Context: an optimization exercise on an open-source flow, tuned for small area and few clock cycles. The choices shown serve that exercise and are no tape-out recipe. In this exercise RTL edits were held to simulation tests only and were not proved equivalent to the original. Power is estimated from default activity; no workload was simulated.

$ cat design/flow/config.mk
export PLATFORM = sky130hd
export DESIGN_NAME = wildcard_byte_pattern_scanner
export DESIGN_NICKNAME = wildcard_byte_pattern_scanner
export VERILOG_FILES = /design/flow/design.v
export SDC_FILE = /design/flow/constraint.sdc
export NUM_CORES = 4
export LEC_CHECK = 0
export CAP_MARGIN = 20
export CORE_MARGIN = 2
export CORE_UTILIZATION = 40
export SLEW_MARGIN = 20
$ cat design/flow/design.v
`default_nettype none
package wbps_pkg;
    localparam int PATTERN_MAX_DEF = 128;
    localparam int ADDR_W          = 48;
    localparam int COUNT_W         = 16;
    localparam int LEN_W           = 8;
    localparam int IDX_W           = 7;
    localparam int BYTE_W          = 8;
    localparam int CFG_IDX_W       = 1;
    localparam int GROUP           = 16;     
    localparam logic [1:0] ACT_LOAD    = 2'd0;
    localparam logic [1:0] ACT_RESTART = 2'd1;
    localparam logic [1:0] ACT_DATA    = 2'd2;
    localparam logic [CFG_IDX_W-1:0] CFG_PATTERN_LENGTH = 1'b0;
    localparam logic [CFG_IDX_W-1:0] CFG_SCAN_END       = 1'b1;
    localparam logic [LEN_W-1:0]   LEN_RESET = 8'd1;
    localparam logic [ADDR_W-1:0]  END_RESET = {ADDR_W{1'b1}};
    localparam logic [COUNT_W-1:0] COUNT_MAX = {COUNT_W{1'b1}};
    typedef struct packed {
        logic [1:0]        action;
        logic [IDX_W-1:0]  entry_index;
        logic [BYTE_W-1:0] entry_value;
        logic              entry_wildcard;
        logic [ADDR_W-1:0] region_start;
        logic [BYTE_W-1:0] data_byte;
    } scan_item_t;
    typedef struct packed {
        logic               match_found;
        logic [ADDR_W-1:0]  match_address;
        logic [COUNT_W-1:0] match_total;
        logic               single_match;
    } scan_result_t;
    typedef struct packed {
        logic              wild;
        logic [BYTE_W-1:0] value;
    } pat_entry_t;
    typedef struct packed {
        logic       shift;       
        logic       rotate;      
        pat_entry_t entry;       
    } cell_ctl_t;
    typedef struct packed {
        logic              cand;     
        logic [ADDR_W-1:0] addr;     
    } side_t;
endpackage
`default_nettype wire
`default_nettype none
module wildcard_byte_pattern_scanner (
    input  wire logic                           clk,
    input  wire logic                           rst_n,
    input  wire logic                           item_valid,
    output logic                                item_stall,
    input  wire wbps_pkg::scan_item_t           item,
    output logic                                result_valid,
    input  wire logic                           result_stall,
    output wbps_pkg::scan_result_t              result,
    input  wire logic                           cfg_valid,
    output logic                                cfg_ready,
    input  wire logic [wbps_pkg::CFG_IDX_W-1:0] cfg_index,
    input  wire logic [wbps_pkg::ADDR_W-1:0]    cfg_data
);
    localparam int N  = 128;
    localparam int AW = wbps_pkg::ADDR_W;
    localparam int CW = wbps_pkg::COUNT_W;
    logic [6:0]    off_reg;      
    logic [6:0]    hoff_reg;     
    logic [7:0]    fill_reg;     
    logic [AW-1:0] end_reg;
    logic [AW-1:0] addr_reg;
    logic [CW-1:0] cnt_reg;      
    logic          vld_reg;
    logic          full_reg;     
    logic          dat_reg;      
    logic [7:0] pval [N];
    logic       pwld [N];
    logic [7:0] hist [N];
    logic adv, item_acc, cfg_acc, is_data, is_load, is_rst, pass, shift;
    logic rot_busy, rot_step, hjump;
    logic [7:0] cfg_len;
    logic [6:0] cfg_off;
    assign adv       = !(vld_reg && result_stall);
    assign is_data   = (item.action == wbps_pkg::ACT_DATA);
    assign is_load   = (item.action == wbps_pkg::ACT_LOAD);
    assign is_rst    = (item.action == wbps_pkg::ACT_RESTART);
    assign rot_busy  = (hoff_reg != off_reg);
    assign item_stall = !adv || (is_data && rot_busy);
    assign item_acc   = item_valid && !item_stall;
    assign cfg_ready  = adv && !item_valid;
    assign cfg_acc    = cfg_valid && cfg_ready;
    logic load_go, rst_go;
    assign load_go = item_valid && adv && is_load;
    assign rst_go  = item_valid && adv && is_rst;
    assign pass  = (addr_reg < end_reg);
    assign shift = item_valid && adv && is_data && !rot_busy && pass;
    assign hjump    = rot_busy && (fill_reg == 8'd0);
    assign rot_step = rot_busy && (fill_reg != 8'd0) && adv;
    assign cfg_len = cfg_data[7:0];
    assign cfg_off = (cfg_len == 8'd0) ? 7'd0
                   : (cfg_len[7] ? 7'd127 : 7'(cfg_len - 8'd1));
    for (genvar i = 0; i < N; i++)
    begin : g_pat
        always_ff @(posedge clk)
        begin
            if (load_go && (item.entry_index == 7'(i)))
            begin
                pval[i] <= item.entry_value;
                pwld[i] <= item.entry_wildcard;
            end
        end
    end
    logic hen, hold;
    assign hen  = shift || rot_step;
    assign hold = !hen;
    for (genvar j = 0; j < N; j++)
    begin : g_hist
        logic at, s_ins, s_nxt;
        assign at    = (hoff_reg == 7'(j));
        assign s_ins = shift && at;
        assign s_nxt = hen && !(shift && at);
        always_ff @(posedge clk)
        begin
            hist[j] <= ~(~({8{s_ins}} & item.data_byte)
                       & ~(({8{s_nxt}} & hist[(j + 1) % N]) | ({8{hold}} & hist[j])));
        end
    end
    logic [N-1:0] hit;
    for (genvar i = 0; i < N; i++)
    begin : g_cmp
        assign hit[i] = (7'(i) > off_reg) || pwld[i] || (pval[i] == hist[i]);
    end
    logic          found;
    logic [CW-1:0] cnt_inc;
    logic [CW-1:0] total;
    logic [AW-1:0] start_addr;
    assign cnt_inc    = (cnt_reg == wbps_pkg::COUNT_MAX) ? cnt_reg : cnt_reg + 1'b1;
    assign start_addr = addr_reg - AW'(off_reg) - 1'b1;
    assign found      = vld_reg && dat_reg && full_reg && (&hit);
    assign total      = found ? cnt_inc : cnt_reg;
    assign result_valid         = vld_reg;
    assign result.match_found   = found;
    assign result.match_address = found ? start_addr : '0;
    assign result.match_total   = total;
    assign result.single_match  = found ? (cnt_reg == '0) : (cnt_reg == CW'(1));
    logic [7:0] fill_next;
    logic [6:0] off_next;
    always_comb
    begin
        fill_next = fill_reg;
        if (rst_go)
            fill_next = '0;
        else if (shift && !fill_reg[7])
            fill_next = fill_reg + 1'b1;
        off_next = off_reg;
        if (cfg_acc && (cfg_index == wbps_pkg::CFG_PATTERN_LENGTH))
            off_next = cfg_off;
    end
    always_ff @(posedge clk or negedge rst_n)
    begin
        if (!rst_n)
        begin
            off_reg  <= '0;
            hoff_reg <= '0;
            fill_reg <= '0;
            end_reg  <= wbps_pkg::END_RESET;
            addr_reg <= '0;
            cnt_reg  <= '0;
            vld_reg  <= 1'b0;
            dat_reg  <= 1'b0;
            full_reg <= 1'b0;
        end
        else
        begin
            off_reg  <= off_next;
            fill_reg <= fill_next;
            full_reg <= (fill_next > {1'b0, off_next});
            if (cfg_acc && (cfg_index == wbps_pkg::CFG_SCAN_END))
                end_reg <= cfg_data;
            if (rst_go)
            begin
                addr_reg <= item.region_start;
                hoff_reg <= off_reg;
            end
            else
            begin
                if (shift)
                begin
                    addr_reg <= addr_reg + 1'b1;
                end
                if (hjump)
                    hoff_reg <= off_reg;
                else if (rot_step)
                    hoff_reg <= hoff_reg - 1'b1;
            end
            if (vld_reg && !result_stall)
                cnt_reg <= total;
            if (adv)
            begin
                vld_reg <= item_acc;
                dat_reg <= shift;
            end
        end
    end
endmodule
`default_nettype wire
$ cat design/flow/constraint.sdc
create_clock -name core_clock -period 7.0 [get_ports {clk}]
set_input_delay 1.4000 -clock core_clock [delete_from_list [all_inputs] [get_ports {clk}]]
set_output_delay 1.4000 -clock core_clock [all_outputs]
set_load 0.01 [all_outputs]
$ cat design/flow/run.sh
#!/bin/bash
# synth_recipe.tcl (not shown) runs the flow's synth.tcl, then flattens the netlist and writes it again
# the make line also repeats each setting of config.mk as NAME=value (left out here)
make -C /OpenROAD-flow-scripts/flow DESIGN_CONFIG=/design/flow/config.mk WORK_HOME=/design/flow/orfs CLKGATE_MAP_FILE= SYNTH_SCRIPT=/design/flow/synth_recipe.tcl finish
==> notes.md <==
## area by class of cell
type	count	area (um2)	area share, %
Sequential cell	2313	58600	51.9
Multi-Input combinational cell	5040	36100	32.0
Clock buffer	359	7050	6.25
Tap cell	3202	4010	3.55
Timing Repair Buffer	416	3930	3.48
Inverter	600	2250	2.00
Clock inverter	89	892	0.790
Antenna cell	17	42.5	0.0377
## layer usage
metal | share of wire [%] | up-vias | track usage [%] | wire, um
li1 | - | 31200 | - | -
met1 | 40 | 36700 | 39.3 | 150000
met2 | 43 | 4330 | 44.0 | 163000
met3 | 11 | 890 | 7.20 | 41400
met4 | 6.0 | 18 | 15.9 | 22500
met5 | 0.038 | - | 0 | 143
## power breakdown
part           total [W]  internal [W]  switching, W
Combinational    0.00471       0.00148       0.00323
Sequential        0.0159        0.0150      0.000880
Clock             0.0129       0.00738       0.00554
## through the flow
| stage | total power, W | hold WS, ps | worst slack [ps] | setup TNS, ps |
|---|---|---|---|---|
| 2_1_floorplan | 0.0184 | 461 | 2140 | 0 |
| 3_3_place_gp | 0.0206 | 470 | 119 | 0 |
| 3_5_place_dp | 0.0206 | 478 | 478 | 0 |
| 4_1_cts | 0.0334 | 487 | 38.1 | 0 |
| 5_1_grt | 0.0344 | 501 | -0.0435 | -0.0435 |
| 6_report | 0.0335 | 483 | 76.7 | 0 |
## cells in the mapped netlist, types with 21 or more instances
library cell     n  area, um2
nor2_1         400       1500
edfxtp_1      1152      34600
nand3_1         85        425
or3_1           26        163
nor2b_1         30        188
inv_1          599       2250
dfrtp_1         89       2230
a21oi_1        116        581
o21ai_1         65        325
dfstp_2         48       1260
nand2_1        684       2570
and2_1          21        131
a211oi_1        48        360
xor2_1         854       7480
nor4_1         247       1550
and3_1          44        275
a221o_1         66        661
ha_1            74        926
buf_1           24       90.1
o221ai_1       514       4500
nor3_1          54        270
dfxtp_1       1024      20500
a22o_1         448       3920
o21a_1          22        165
mux2_2          49        552
a21o_1         471       3540
o21ai_0         79        395
clkbuf_1       362       1360
a31oi_1         83        519
xnor2_1        268       2350
nand4_1        103        644
a2111oi_0       28        245
nand2b_1        27        169
## path summary, 6_finish.rpt
path	from	endpoint	slack (ps)	cells after the start
max	pval[19][0]	result[9]	80	12
min	end_reg[7]	end_reg[7]	480	2
max reg2reg	off_reg[5]	hist[123][4]	1640	10
min reg2reg	end_reg[7]	end_reg[7]	480	2
max in group asynchronous	rst_n	addr_reg[33]	5060	2
min in group asynchronous	rst_n	cnt_reg[9]	550	1
## critical path: cells and delay by family, from the launching register on
| family | cells | cell delay, ps |
|---|---|---|
| flops | 1 | 400 |
| xor+xnor | 2 | 330 |
| buf+inv | 2 | 730 |
| compound gates | 1 | 290 |
| simple gates | 7 | 2850 |
## cells by family after synthesis
group                    after synthesis
AO/OA/AOI/OAI                       2009
multiplexers                          55
XOR/XNOR                            1122
AND/OR/NAND/NOR                     1779
buffers and inverters                999
flip-flops                          2313
adder cells (fa/ha/maj)               75
## timing repair
action | CTS | global route
hold buffers | 0 | 0
hold endpoints to repair | 0 | 0
pin swaps | 1 | 1
setup endpoints to repair | 66 | 28
setup buffers | 2 | 0
gates resized for setup | 23 | 13
==> out/results.txt <==
status = no timing/DRC/antenna violations
mapped cell area = 97900 um2
Final nets = 8807
All-Layer GR Usage = 29.4%
crit path cell chain = xor2_1 > nor4_1 > a211oi_1 > or4b_1 > or4_1 > nor4_4 > nand4_4 > nor2b_2 > buf_12 > nand4_1 > xnor2_1 > clkdlybuf4s50_1
adder-cell share of the synthesized area = 0.966%
Post-Syn Instances = 8352
final setup vio count = 0
FFs w/ async S/R, synth = 5.92%
Worst setup EP type = output port
I/O Buffers = 196
#FFs+latches synth = 2313
final hold vios = 0
Slew Limit Fails = 0
Synth Warn # = 4
Leakage = 44.4 nW
clk sinks = 2313
Post-Route Utilization = 46.4%
biggest regs = hist: 1024 flops, pval: 1024 flops, pwld: 128 flops
area of the core = 243000 um2
number of global-route vias before repair = 69700
startpoint types = register
final WL = 377 mm
power per cell area = 297 nW/um2
post-synthesis mux area share = 0.627%
DRT iter0 DRCs = 10400
sequential element share of the synthesized area = 59.8%
post-synthesis xor/xnor area fraction = 10.0%
final worst path period need = 6920 ps
Die Y = 499 um
Final Cycle Share = 98.9%
post-synthesis compound-gate area fraction = 16.2%
Initial Util = 40.3%
clock root cell = clkbuf_16
post-synth net total = 8555
critical path's slowest cell = nor4_1
fmax = 144 MHz
slowest stage delay, CP = 660 ps
largest net degree at the start of global routing = 157
placed cells = 11600
clock skew = 51.1 ps
synth unique cells = 81
die span in x = 499 um
CP Max Fanout = 25
Rows = 181
worst-margin pin slew = 1280 ps
Final Cell Area = 113000 um2
Max clock buf depth = 3
Arrival @ worst endpoint = 5520 ps
share of layout cells above drive strength 1 = 9.42%
Hold Path Class = reg -> reg
worst skew pair latency = 920 ps
# H-tree levels = 4
DP HPWL = 255 mm
commonest non-fill, non-tap cell in the layout = edfxtp_1
DR WL/cell = 31.3 um
# fillers = 21900
Top FF cell, synth = edfxtp_1
GPL Wtd Cong = 1.00
CTS Buf Count = 233
EDFF count, synth = 1152
required time of the critical path = 5600 ps
Post-DRT Antenna Nets = 0
DIE AREA = 249000 um2
Max Cap Viol = 0
TritonCTS clock tree = built
Slew HR = 12.3%
vias per cell = 6.08
main combinational cell family by area after synthesis = compound AO/OA/AOI/OAI gates
DRT Pass-1 Iters = 6
crit path kind = reg -> out
initial antenna violation count = 40
commonest cells after routing, fill and taps aside = edfxtp_1, dfxtp_1, xor2_1, nand2_1, inv_1
Post-Synth Simple-Gate Area = 8.52%
Overflow after GRT = 0
Area Growth Syn to Fin = 15.3%
mean cell area of the mapped netlist = 11.7 um2
Post-DP Area = 105000 um2
Vias = 73200
Post-Layout Cell Count = 12000
VDD IR max = 0.217 mV
# IOs = 197
DRC Markers = 0
clock slew at reported path FFs = 60 ps
first-pass GRT wire length = 528 mm
Testbench counts, summed over its fixed seeds: cycles 45,564.

==> static timing again, ports no longer ideal <==
No port has a modelled driver above. Below, the same layout with a new extraction and two added sets of constraints. Step 1 sets driving cells, clkbuf_16 on the clock port and buf_2 on the other inputs (assumed; they add their load-dependent delay and slew). Step 2 adds t to the input delays and takes it off the output delays; t is the mean of the earliest and latest rising clock arrival at the registers after step 1. Input paths then give back, and output paths get back, about the clock's delay inside the block. a / b / c = no drivers / after step 1 / after step 2; a / b = the first two.
shift t [ns]: 0.981
slack for setup (ns): 0.077 / -0.014 / 0.967
latest minus earliest clock arrival (ns): 0.052 / 0.052
slew at the worst register clock pin (ns): 0.07 / 0.07
worst data-port slew with drivers (ns): 0.14
After both steps this run still meets setup and hold. The setup slack of this run moves by -0.091 ns with the drivers and by +0.890 ns with both steps.
